What follows belongs to an exercise in optimizing a design on an open flow for small area; a production flow would make more cautious choices. In this exercise RTL edits were held to simulation tests only and were not proved equivalent to the original. Power figures rest on the tool's default switching activity, not on a simulated workload.

==> flow/design.v <==
package id_pkg;
    localparam int NUM_REGS = 32;
    typedef logic [31:0] word_t;
    typedef logic [4:0]  reg_idx_t;
    typedef logic [31:0] reg_mask_t;    
    typedef logic [5:0]  opcode_t;
    localparam word_t PC_STEP = 32'd4;   
    localparam opcode_t OP_RTYPE = 6'b000000;
    localparam opcode_t OP_LW    = 6'b100011;
    localparam opcode_t OP_SW    = 6'b101011;
    localparam opcode_t OP_BEQ   = 6'b000100;
    localparam opcode_t OP_ADDI  = 6'b001000;
    localparam opcode_t OP_ORI   = 6'b001101;
    localparam opcode_t OP_LUI   = 6'b001111;
    localparam opcode_t OP_J     = 6'b000010;
    localparam logic [5:0] FN_ADD  = 6'b100000;
    localparam logic [5:0] FN_ADDU = 6'b100001;
    localparam logic [5:0] FN_SUB  = 6'b100010;
    localparam logic [5:0] FN_SUBU = 6'b100011;
    typedef enum logic [1:0] {
        ST_FREE   = 2'b00,
        ST_RETIRE = 2'b01,    
        ST_LOAD   = 2'b10,    
        ST_ALU    = 2'b11     
    } reg_state_t;
    typedef enum logic [2:0] {
        BP_NONE   = 3'b000,
        BP_ST_WB  = 3'b001,
        BP_A_WB   = 3'b010,
        BP_B_WB   = 3'b011,
        BP_A_ALU  = 3'b100,
        BP_B_ALU  = 3'b101,
        BP_ST_ALU = 3'b110
    } bypass_sel_t;
    typedef struct packed {
        logic        slot;    
        bypass_sel_t sel;
    } bypass_t;
    typedef enum logic [3:0] {
        ALU_OR  = 4'b0001,
        ALU_ADD = 4'b0010,
        ALU_SUB = 4'b0110
    } alu_op_t;
    typedef struct packed {
        logic [2:0] pc_src;
        logic [3:0] src_sel;     
        alu_op_t    alu_op;
        logic       dmem_en;
        logic       dsrc;        
        logic       dmem_read;
        logic       reg_write;
        reg_idx_t   dest;
        bypass_t    bypass;
        logic [7:0] reserved;
    } ctrl_word_t;
    typedef struct packed {
        word_t pc1;      
        word_t pc2;
        word_t inst1;
        word_t inst2;
    } fetch_bundle_t;
    typedef struct packed {
        logic       launch;
        reg_idx_t   dest;
        reg_state_t kind;
    } issue_rec_t;
    typedef struct packed {
        reg_state_t [NUM_REGS-1:0] state;
        reg_mask_t                 slot;    
    } sb_state_t;
    function automatic logic [5:0] op_of(input logic [31:0] inst);
        op_of = inst[31:26];
    endfunction
    function automatic logic [4:0] rs_of(input logic [31:0] inst);
        rs_of = inst[25:21];
    endfunction
    function automatic logic [4:0] rt_of(input logic [31:0] inst);
        rt_of = inst[20:16];
    endfunction
    function automatic logic [5:0] funct_of(input logic [31:0] inst);
        funct_of = inst[5:0];
    endfunction
    function automatic logic [4:0] dest_of(input logic [31:0] inst);
        case (inst[31:26])
            OP_RTYPE:                       dest_of = inst[15:11];
            OP_ADDI, OP_LW, OP_ORI, OP_LUI: dest_of = inst[20:16];
            default:                        dest_of = '0;
        endcase
    endfunction
endpackage
module scoreboard (
    input  logic               CLK,
    input  logic               RST,
    input  id_pkg::issue_rec_t issue1,
    input  id_pkg::issue_rec_t issue2,
    input  id_pkg::reg_mask_t  clr_w_mask,
    output id_pkg::reg_mask_t  busy,
    output id_pkg::sb_state_t  sb_state
);
    id_pkg::reg_mask_t busy_nxt;
    id_pkg::sb_state_t state_nxt;
    always_comb begin
        busy_nxt  = busy;
        state_nxt = sb_state;
        for (int r = 0; r < id_pkg::NUM_REGS; r++) begin
            case (sb_state.state[r])
                id_pkg::ST_ALU, id_pkg::ST_LOAD: begin
                    state_nxt.state[r] = id_pkg::ST_RETIRE;
                end
                id_pkg::ST_RETIRE: begin
                    state_nxt.state[r] = id_pkg::ST_FREE;
                    busy_nxt[r]        = 1'b0;    
                end
                default: ;
            endcase
        end
        if (issue1.launch && issue1.dest != '0) begin
            busy_nxt[issue1.dest]        = 1'b1;
            state_nxt.state[issue1.dest] = issue1.kind;
            state_nxt.slot[issue1.dest]  = 1'b0;
        end
        if (issue2.launch && issue2.dest != '0) begin
            busy_nxt[issue2.dest]        = 1'b1;
            state_nxt.state[issue2.dest] = issue2.kind;
            state_nxt.slot[issue2.dest]  = 1'b1;
        end
        busy_nxt           = busy_nxt & ~clr_w_mask;   
        busy_nxt[0]        = 1'b0;                     
        state_nxt.state[0] = id_pkg::ST_FREE;
        state_nxt.slot[0]  = 1'b0;
    end
    always_ff @(posedge CLK) begin
        if (RST) begin
            busy     <= '0;
            sb_state <= '0;
        end else begin
            busy     <= busy_nxt;
            sb_state <= state_nxt;
        end
    end
endmodule
module operand_check (
    input  id_pkg::word_t      inst,
    input  id_pkg::reg_mask_t  busy,
    input  id_pkg::sb_state_t  sb_state,
    output logic               ok,
    output id_pkg::reg_idx_t   dest,
    output id_pkg::reg_state_t kind,
    output id_pkg::bypass_t    bypass
);
    id_pkg::opcode_t  opcode;
    id_pkg::reg_idx_t rs;
    id_pkg::reg_idx_t rt;
    id_pkg::bypass_t  bp_a;
    id_pkg::bypass_t  bp_b;
    logic             stall_a;
    logic             stall_b;
    logic             src_stall;
    assign opcode = id_pkg::op_of(inst);
    assign rs     = id_pkg::rs_of(inst);
    assign rt     = id_pkg::rt_of(inst);
    assign dest   = id_pkg::dest_of(inst);
    function automatic logic route_src(input id_pkg::reg_idx_t r, input logic to_b,
                                       output id_pkg::bypass_t bp);
        bp.slot   = sb_state.slot[r];
        bp.sel    = id_pkg::BP_NONE;
        route_src = 1'b0;
        case (sb_state.state[r])
            id_pkg::ST_ALU: begin
                if (to_b) bp.sel = id_pkg::BP_B_ALU;
                else      bp.sel = id_pkg::BP_A_ALU;
            end
            id_pkg::ST_RETIRE: begin
                if (to_b) bp.sel = id_pkg::BP_B_WB;
                else      bp.sel = id_pkg::BP_A_WB;
            end
            default: route_src = 1'b1;    
        endcase
    endfunction
    always_comb begin
        stall_a = route_src(rs, 1'b0, bp_a);
        stall_b = route_src(rt, 1'b1, bp_b);
    end
    always_comb begin
        src_stall = 1'b0;
        bypass    = '0;
        case (opcode)
            id_pkg::OP_RTYPE, id_pkg::OP_BEQ: begin
                if (busy[rs] && busy[rt]) begin
                    src_stall = 1'b1;    
                end else if (busy[rs]) begin
                    src_stall = stall_a;
                    bypass    = bp_a;
                end else if (busy[rt]) begin
                    src_stall = stall_b;
                    bypass    = bp_b;
                end
            end
            id_pkg::OP_ADDI, id_pkg::OP_ORI, id_pkg::OP_LW: begin
                if (busy[rs]) begin
                    src_stall = stall_a;
                    bypass    = bp_a;
                end
            end
            id_pkg::OP_SW: begin
                if (busy[rs]) begin
                    src_stall = 1'b1;    
                end else if (busy[rt]) begin
                    bypass.slot = sb_state.slot[rt];
                    case (sb_state.state[rt])
                        id_pkg::ST_ALU, id_pkg::ST_LOAD: bypass.sel = id_pkg::BP_ST_ALU;
                        id_pkg::ST_RETIRE:               bypass.sel = id_pkg::BP_ST_WB;
                        default:                         src_stall  = 1'b1;
                    endcase
                end
            end
            default: ;    
        endcase
    end
    always_comb begin
        case (opcode)
            id_pkg::OP_LW: kind = id_pkg::ST_LOAD;
            id_pkg::OP_RTYPE, id_pkg::OP_ADDI, id_pkg::OP_ORI, id_pkg::OP_LUI: begin
                kind = id_pkg::ST_ALU;
            end
            default: kind = id_pkg::ST_FREE;
        endcase
    end
    assign ok = !busy[dest] && !src_stall;    
endmodule
module main_decoder (
    input  id_pkg::word_t      inst,
    input  id_pkg::bypass_t    bypass,
    output id_pkg::ctrl_word_t ctrl
);
    id_pkg::opcode_t opcode;
    logic            legal;
    logic            writer;
    assign opcode = id_pkg::op_of(inst);
    always_comb begin
        ctrl   = '0;
        legal  = 1'b1;
        writer = 1'b0;
        case (opcode)
            id_pkg::OP_RTYPE: begin
                legal        = (inst != '0);    
                writer       = 1'b1;
                ctrl.pc_src  = 3'd1;
                ctrl.src_sel = 4'd5;            
                case (id_pkg::funct_of(inst))
                    id_pkg::FN_ADD, id_pkg::FN_ADDU: ctrl.alu_op = id_pkg::ALU_ADD;
                    id_pkg::FN_SUB, id_pkg::FN_SUBU: ctrl.alu_op = id_pkg::ALU_SUB;
                    default:                         ctrl.alu_op = id_pkg::ALU_ADD;
                endcase
            end
            id_pkg::OP_LW, id_pkg::OP_ADDI: begin
                writer       = 1'b1;
                ctrl.pc_src  = 3'd1;
                ctrl.src_sel = 4'd6;            
                ctrl.alu_op  = id_pkg::ALU_ADD;
            end
            id_pkg::OP_SW: begin
                ctrl.pc_src  = 3'd1;
                ctrl.src_sel = 4'd6;
                ctrl.alu_op  = id_pkg::ALU_ADD;
            end
            id_pkg::OP_BEQ: begin
                ctrl.pc_src  = 3'd3;            
                ctrl.src_sel = 4'd5;
                ctrl.alu_op  = id_pkg::ALU_SUB;
            end
            id_pkg::OP_ORI: begin
                writer       = 1'b1;
                ctrl.pc_src  = 3'd0;            
                ctrl.src_sel = 4'd6;
                ctrl.alu_op  = id_pkg::ALU_OR;
            end
            id_pkg::OP_LUI: begin
                writer       = 1'b1;
                ctrl.pc_src  = 3'd1;
                ctrl.src_sel = 4'd2;            
                ctrl.alu_op  = id_pkg::ALU_ADD;
            end
            id_pkg::OP_J: begin
                ctrl.pc_src  = 3'd5;
                ctrl.alu_op  = id_pkg::ALU_ADD;
            end
            default: legal = 1'b0;
        endcase
        ctrl.dmem_en   = (opcode == id_pkg::OP_LW) || (opcode == id_pkg::OP_SW);
        ctrl.dmem_read = (opcode != id_pkg::OP_SW);
        ctrl.reg_write = writer;
        ctrl.dest      = id_pkg::dest_of(inst);
        ctrl.bypass    = bypass;
        case (bypass.sel)
            id_pkg::BP_A_WB, id_pkg::BP_A_ALU: ctrl.src_sel[3:2] = 2'b11;
            id_pkg::BP_B_WB, id_pkg::BP_B_ALU: ctrl.src_sel[1:0] = 2'b11;
            id_pkg::BP_ST_ALU:                 ctrl.dsrc         = 1'b1;
            default: ;
        endcase
        if (!legal) begin
            ctrl = '0;
        end
    end
endmodule
module issue_ctrl (
    input  logic                  CLK,
    input  logic                  RST,
    input  id_pkg::fetch_bundle_t fetch,
    input  logic                  ok1,
    input  logic                  ok2,
    input  id_pkg::reg_idx_t      dest1,
    input  id_pkg::reg_idx_t      dest2,
    input  id_pkg::reg_state_t    kind1,
    input  id_pkg::reg_state_t    kind2,
    input  id_pkg::ctrl_word_t    ctrl_in1,
    input  id_pkg::ctrl_word_t    ctrl_in2,
    input  logic                  ex_set_pc,
    input  id_pkg::word_t         ex_pc,
    output id_pkg::fetch_bundle_t bundle,
    output id_pkg::issue_rec_t    issue1,
    output id_pkg::issue_rec_t    issue2,
    output id_pkg::ctrl_word_t    ctrl1,
    output id_pkg::ctrl_word_t    ctrl2,
    output logic                  id_set_pc,
    output id_pkg::word_t         id_pc
);
    logic          launch1;
    logic          launch2;
    logic          pair_dep;
    logic          set_pc_nxt;
    id_pkg::word_t pc_nxt;
    always_ff @(posedge CLK) begin
        if (RST) begin
            bundle <= '0;
        end else begin
            bundle <= fetch;
        end
    end
    assign pair_dep = (dest1 != '0) &&
                      ((dest2 == dest1) ||
                       (id_pkg::rs_of(bundle.inst2) == dest1) ||
                       (id_pkg::rt_of(bundle.inst2) == dest1));
    assign launch1 = ok1 && !ex_set_pc;            
    assign launch2 = launch1 && ok2 && !pair_dep;
    assign issue1 = {launch1, dest1, kind1};
    assign issue2 = {launch2, dest2, kind2};
    always_comb begin
        if (ex_set_pc) begin
            set_pc_nxt = 1'b1;
            pc_nxt     = ex_pc;
        end else if (launch2) begin
            set_pc_nxt = 1'b0;
            pc_nxt     = bundle.pc2;    
        end else if (launch1) begin
            set_pc_nxt = 1'b1;
            pc_nxt     = bundle.pc1;    
        end else begin
            set_pc_nxt = 1'b1;
            pc_nxt     = bundle.pc1 - id_pkg::PC_STEP;    
        end
    end
    always_ff @(posedge CLK) begin
        if (RST) begin
            ctrl1     <= '0;
            ctrl2     <= '0;
            id_set_pc <= 1'b0;
        end else begin
            ctrl1     <= launch1 ? ctrl_in1 : '0;
            ctrl2     <= launch2 ? ctrl_in2 : '0;
            id_set_pc <= set_pc_nxt;
        end
    end
    always_ff @(posedge CLK) begin
        id_pc <= pc_nxt;
    end
endmodule
module id_stage (
    input  logic                  CLK,
    input  logic                  RST,
    input  id_pkg::fetch_bundle_t fetch,
    input  id_pkg::reg_mask_t     clr_w_mask,
    input  logic                  ex_set_pc,
    input  id_pkg::word_t         ex_pc,
    output id_pkg::ctrl_word_t    ctrl1,
    output id_pkg::ctrl_word_t    ctrl2,
    output logic                  id_set_pc,
    output id_pkg::word_t         id_pc
);
    id_pkg::fetch_bundle_t bundle;
    id_pkg::reg_mask_t     busy;
    id_pkg::sb_state_t     sb_state;
    id_pkg::issue_rec_t    issue1;
    id_pkg::issue_rec_t    issue2;
    logic                  ok1;
    logic                  ok2;
    id_pkg::reg_idx_t      dest1;
    id_pkg::reg_idx_t      dest2;
    id_pkg::reg_state_t    kind1;
    id_pkg::reg_state_t    kind2;
    id_pkg::bypass_t       bp1;
    id_pkg::bypass_t       bp2;
    id_pkg::ctrl_word_t    dec1;
    id_pkg::ctrl_word_t    dec2;
    issue_ctrl u_issue (
        .CLK       (CLK),
        .RST       (RST),
        .fetch     (fetch),
        .ok1       (ok1),
        .ok2       (ok2),
        .dest1     (dest1),
        .dest2     (dest2),
        .kind1     (kind1),
        .kind2     (kind2),
        .ctrl_in1  (dec1),
        .ctrl_in2  (dec2),
        .ex_set_pc (ex_set_pc),
        .ex_pc     (ex_pc),
        .bundle    (bundle),
        .issue1    (issue1),
        .issue2    (issue2),
        .ctrl1     (ctrl1),
        .ctrl2     (ctrl2),
        .id_set_pc (id_set_pc),
        .id_pc     (id_pc)
    );
    scoreboard u_sb (
        .CLK        (CLK),
        .RST        (RST),
        .issue1     (issue1),
        .issue2     (issue2),
        .clr_w_mask (clr_w_mask),
        .busy       (busy),
        .sb_state   (sb_state)
    );
    operand_check u_chk1 (.inst(bundle.inst1), .busy(busy), .sb_state(sb_state),
                          .ok(ok1), .dest(dest1), .kind(kind1), .bypass(bp1));
    operand_check u_chk2 (.inst(bundle.inst2), .busy(busy), .sb_state(sb_state),
                          .ok(ok2), .dest(dest2), .kind(kind2), .bypass(bp2));
    main_decoder u_dec1 (.inst(bundle.inst1), .bypass(bp1), .ctrl(dec1));
    main_decoder u_dec2 (.inst(bundle.inst2), .bypass(bp2), .ctrl(dec2));
endmodule
module id_stage_top (
    input  logic        CLK,
    input  logic        RST,
    input  logic [31:0] fetch_pc1,
    input  logic [31:0] fetch_pc2,
    input  logic [31:0] fetch_inst1,
    input  logic [31:0] fetch_inst2,
    input  logic [31:0] clr_w_mask,
    input  logic        ex_set_pc,
    input  logic [31:0] ex_pc,
    output logic [31:0] ctrl1,
    output logic [31:0] ctrl2,
    output logic        id_set_pc,
    output logic [31:0] id_pc
);
    id_pkg::fetch_bundle_t fetch;
    id_pkg::ctrl_word_t    c1;
    id_pkg::ctrl_word_t    c2;
    assign fetch = {fetch_pc1, fetch_pc2, fetch_inst1, fetch_inst2};
    id_stage u_id (
        .CLK        (CLK),
        .RST        (RST),
        .fetch      (fetch),
        .clr_w_mask (clr_w_mask),
        .ex_set_pc  (ex_set_pc),
        .ex_pc      (ex_pc),
        .ctrl1      (c1),
        .ctrl2      (c2),
        .id_set_pc  (id_set_pc),
        .id_pc      (id_pc)
    );
    assign ctrl1 = c1;
    assign ctrl2 = c2;
endmodule
==> flow/run.sh <==
#!/bin/bash
# synth_recipe.tcl (not shown) runs the flow's synth.tcl, then flattens the netlist and writes it again
# the make line also repeats each setting of config.mk as NAME=value (left out here)
make -C /OpenROAD-flow-scripts/flow DESIGN_CONFIG=/design/flow/config.mk WORK_HOME=/design/flow/orfs CLKGATE_MAP_FILE= SYNTH_SCRIPT=/design/flow/synth_recipe.tcl finish
==> flow/config.mk <==
export PLATFORM = sky130hd
export DESIGN_NAME = id_stage_top
export DESIGN_NICKNAME = id_stage_top
export VERILOG_FILES = /design/flow/design.v
export SDC_FILE = /design/flow/constraint.sdc
export NUM_CORES = 4
export LEC_CHECK = 0
export CAP_MARGIN = 20
export CORE_MARGIN = 2
export CORE_UTILIZATION = 40
export SLEW_MARGIN = 20
==> flow/constraint.sdc <==
create_clock -name core_clock -period 5.5 [get_ports {CLK}]
set_input_delay 1.1000 -clock core_clock [delete_from_list [all_inputs] [get_ports {CLK}]]
set_output_delay 1.1000 -clock core_clock [all_outputs]
set_load 0.01 [all_outputs]
==> notes.md <==
[cells in the mapped netlist (7+ instances only)]
library cell and n:
buf_2 38, nand3_1 83, and2_1 13, ha_1 10, a211o_1 7, dfxtp_1 331, inv_1 51, nor3_1 52
a22oi_1 8, nand2b_1 21, nor4_1 25, nor2b_1 146, or3_1 26, and3_1 29, and4_1 8, a22o_1 10
mux2i_1 57, buf_4 27, a311oi_1 14, o211ai_1 12, nor2_1 111, a211oi_1 36, nand4_1 45, nand2_1 134
a31oi_1 18, mux2_2 17, a32oi_1 7, o22ai_1 44, a32o_1 8, clkbuf_1 79, buf_1 13, o31ai_1 14
or2_2 12, o21ai_0 85, o2bb2ai_1 7, o21ai_1 12, mux4_2 125, o32ai_1 14, a21oi_1 127, xnor2_1 39
xor2_1 15
[kinds of logic (layout without fill, tap and decap cells)]
family                   after synthesis  count (layout)
buffers and inverters                221             496
adder cells (fa/ha/maj)               11              11
AND/OR/NAND/NOR                      748             748
flip-flops                           331             331
AO/OA/AOI/OAI                        488             488
other                                  1              19
multiplexers                         199             199
XOR/XNOR                              54              54
[flip-flops by register name, summed over array words and instances, names as in the netlist]
register                flops
u_id.u_issue.ctrl1         23
u_id.u_sb.busy             31
u_id.u_issue.bundle       128
u_id.u_issue.ctrl2         23
u_id.u_issue.id_set_pc      1
u_id.u_issue.id_pc         32
u_id.u_sb.sb_state         93
[final timing paths]
path / startpoint / endpoint / slack, ns / cells after the start
min: u_id.u_issue.bundle[97] / u_id.u_issue.id_pc[1] / 0.44 / 2
max: u_id.u_issue.bundle[62] / u_id.u_issue.id_pc[6] / 0.44 / 12
max reg2reg: u_id.u_issue.bundle[62] / u_id.u_issue.id_pc[6] / 0.44 / 12
min reg2reg: u_id.u_issue.bundle[97] / u_id.u_issue.id_pc[1] / 0.44 / 2
[metal layers]
layer	global-route usage, %	part of all wire (%)
met1	42.9	37
met3	8.11	10
met5	0	0.022
met2	54.9	44
met4	24.4	8.0
[layout by cell type (no fill, tap or decap), drive strengths merged, types with 39 or more instances in the layout]
master	n
a21oi	131
clkdlybuf4s50	271
nor2b	146
mux2i	57
mux4	125
dfxtp	331
nand2	135
nand4	45
nor3	59
xnor2	39
nor2	114
clkbuf	46
nand3	86
o22ai	44
o21ai	97
inv	59
buf	98
[power by group]
| part | switching, W | total [W] | internal (W) |
|---|---|---|---|
| clock | 0.00113 | 0.00269 | 0.00157 |
| sequential | 0.000103 | 0.00260 | 0.00249 |
| combinational | 0.000575 | 0.00102 | 0.000443 |
[layout make-up]
cell class                 instances  area, um^2
inverter                          59         221
fill                            4581       23500
multi-input combinational       1518       11600
timing repair buffer             369        3460
clock inverter                    22         255
tap                              615         769
clock buffer                      46        1050
antenna                            1        2.50
sequential                       331        6630
[through the flow]
step / power [W] / hold WS [ns] / cells / utilization (%)
floorplan: 0.00315 / 0.420 / 2070 / -
global route: 0.00649 / 0.475 / 2960 / 50.5
CTS: 0.00632 / 0.443 / 2960 / 50.5
finish: 0.00631 / 0.441 / 2961 / 50.5
detailed placement: 0.00364 / 0.433 / 2892 / 47.8
global placement: 0.00364 / 0.430 / 2892 / 47.8
[worst reg2reg max path, cell delays in order, from the launching register on]
cell and delay [ns]:
dfxtp_1 0.44, nor2_1 0.61, nand3_1 0.48, nand3_4 0.29
inv_2 0.21, nor3_1 0.29, a221oi_1 0.16, a2111o_1 0.45
o31ai_4 0.91, nand2_2 0.36, or3_1 0.41, xor2_1 0.25
o21ai_1 0.08
==> results.py <==
metrics = {
    "detailed_routing": {
        "wire_per_inst_um": 29.8,
        "dr.pass1.iters": 6,
        "postRouteAntennaNets": 0,
        "vias_per_cell": 6.44,
        "drc": 0,
        "drtIter0Drc": 2266,
        "route.vias.total": 19100,
        "finalWirelength_um": 88200,
    },
    "placed_design": {
        "place_hpwl_um": 67000,
        "dp_worst_setup_slack_ns": 0.599,
        "place.gp.congestion": 1.03,
        "placed_area_um2": 22700,
        "io_buffers": 272,
    },
    "synthesis": {
        "synth_top_family_by_area": "simple AND/OR/NAND/NOR gates",
        "async_flop_share_pct": 0,
        "synthMuxAreaShare_pct": 18.7,
        "netlist_instances": 2053,
        "syn-cell-area_um2": 19100,
        "synth.area.top_cells": "dfxtp_1 35%, mux4_2 15%, nor2b_1 4.8%",
        "syn_area_per_cell_um2": 9.33,
        "synth_compound_area_share_pct": 17.1,
        "synth_ff_type": "dfxtp_1",
        "yosys.area.top_type": "dfxtp_1",
        "synth_xor_area_share_pct": 2.47,
        "synth-simple-area-share_pct": 21.1,
        "netlist.area_leader.share_pct": 34.6,
        "synthDistinctLibCells": 90,
        "synth_edf_count": 0,
        "ys_seq_area_share_pct": 34.6,
        "synth_adder_area_share_pct": 0.706,
        "synth-seq-cells": 331,
        "synth_warnings": 4,
    },
    "min_path": {
        "hold_class": "flop to flop",
    },
    "finish": {
        "nets": 2523,
        "post-route-cell-area_um2": 24000,
        "drive_gt1_share_pct": 15.5,
        "area_growth_pct": 25.2,
    },
    "floorplanning": {
        "ios": 292,
        "die_h_um": 223,
        "core-area_um2": 47400,
        "start_util_pct": 40.4,
        "die_w_um": 223,
        "dieArea_um2": 49600,
        "placementRows": 80,
    },
    "clocking": {
        "numCtsBuffers": 39,
        "clock_path_buffers": 3,
        "cts_resized": 0,
        "cts_tree": "yes",
        "htree_num_levels": 2,
        "cts_setup_buffers": 0,
        "insertion_delay_ns": 0.59,
        "clock_sinks": 331,
        "clk_transition_reported_paths_ns": 0.06,
        "clockRootBuffer": "clkbuf_16",
        "cts_hold_buf": 0,
    },
    "timing": {
        "rsz0062_at_grt": "no",
        "fmax_mhz": 197,
        "finalCriticalPeriod_ns": 5.06,
        "setup_slack_ns": 0.436,
        "skew_ns": 0.0283,
        "hold_violations": 0,
        "finalMaxSlewViolations": 0,
        "tightestPinTransition_ns": 1.13,
        "finalSetupTns_ns": 0,
        "post-route-period-util_pct": 92.1,
        "max_slew_margin_pct": 24.9,
        "final-setup-viol-count": 0,
    },
    "flow_run": {
        "drv_cap": 0,
    },
    "global_route": {
        "overflow": 0,
        "grt_max_degree": 93,
        "grt_pass1_wl_um": 128000,
        "antenna_found_initial": 2,
        "grt_usage_pct": 35.1,
        "grt_pass1_vias": 18800,
    },
    "pwr": {
        "p_per_area_nw_per_um2": 263,
        "p_leak_nw": 8.18,
        "vdd_drop_max_v": 0.000206,
    },
    "run_status": {
        "status": "complete, no violations",
    },
    "critical_path": {
        "end_kind": "flop",
        "cp_top_family": "simple AND/OR/NAND/NOR gates",
        "critical_path_buf_inv_count": 1,
        "path_max_fanout": 14,
        "worst_path_max_delay_cell": "o31ai_4",
        "crit_chain": "nor2_1 -> nand3_1 -> nand3_4 -> inv_2 -> nor3_1 -> a221oi_1 -> a2111o_1 -> o31ai_4 -> nand2_2 -> or3_1 -> xor2_1 -> o21ai_1",
        "worst_setup_path_start_kind": "flop",
        "cp_data_arrival_time_ns": 5.54,
        "crit_type": "flop to flop",
        "cp_slowest_stage_delay_ns": 0.91,
        "cp.required_ns": 5.97,
    },
}

[afterwards: timing with drivers on the ports]
In the flow no input, the clock included, has a driving cell. The finished layout below was timed again as built, in two steps. Step 1: set_driving_cell puts a clkbuf_16 on CLK and a buf_2 on each other input, an assumption about the parent block. Step 2 adds t to the input delays and takes it off the output delays; t is the mean of the earliest and latest rising clock arrival at the registers after step 1. Input paths then give back, and output paths get back, about the clock's delay inside the block. a / b / c = no drivers / after step 1 / after step 2; a / b = the first two.
t, ns: 0.633
setup WS [ns]: 0.436 / 0.436 / 0.436
worst register clock-pin slew, ns: 0.07 / 0.07
worst data-port slew with drivers (ns): 0.07
cell pins on the clock port's net: 1
After both steps setup and hold are still met in this run. For this run, drivers alone change the setup slack by 0.000 ns; drivers and shift together by 0.000 ns.
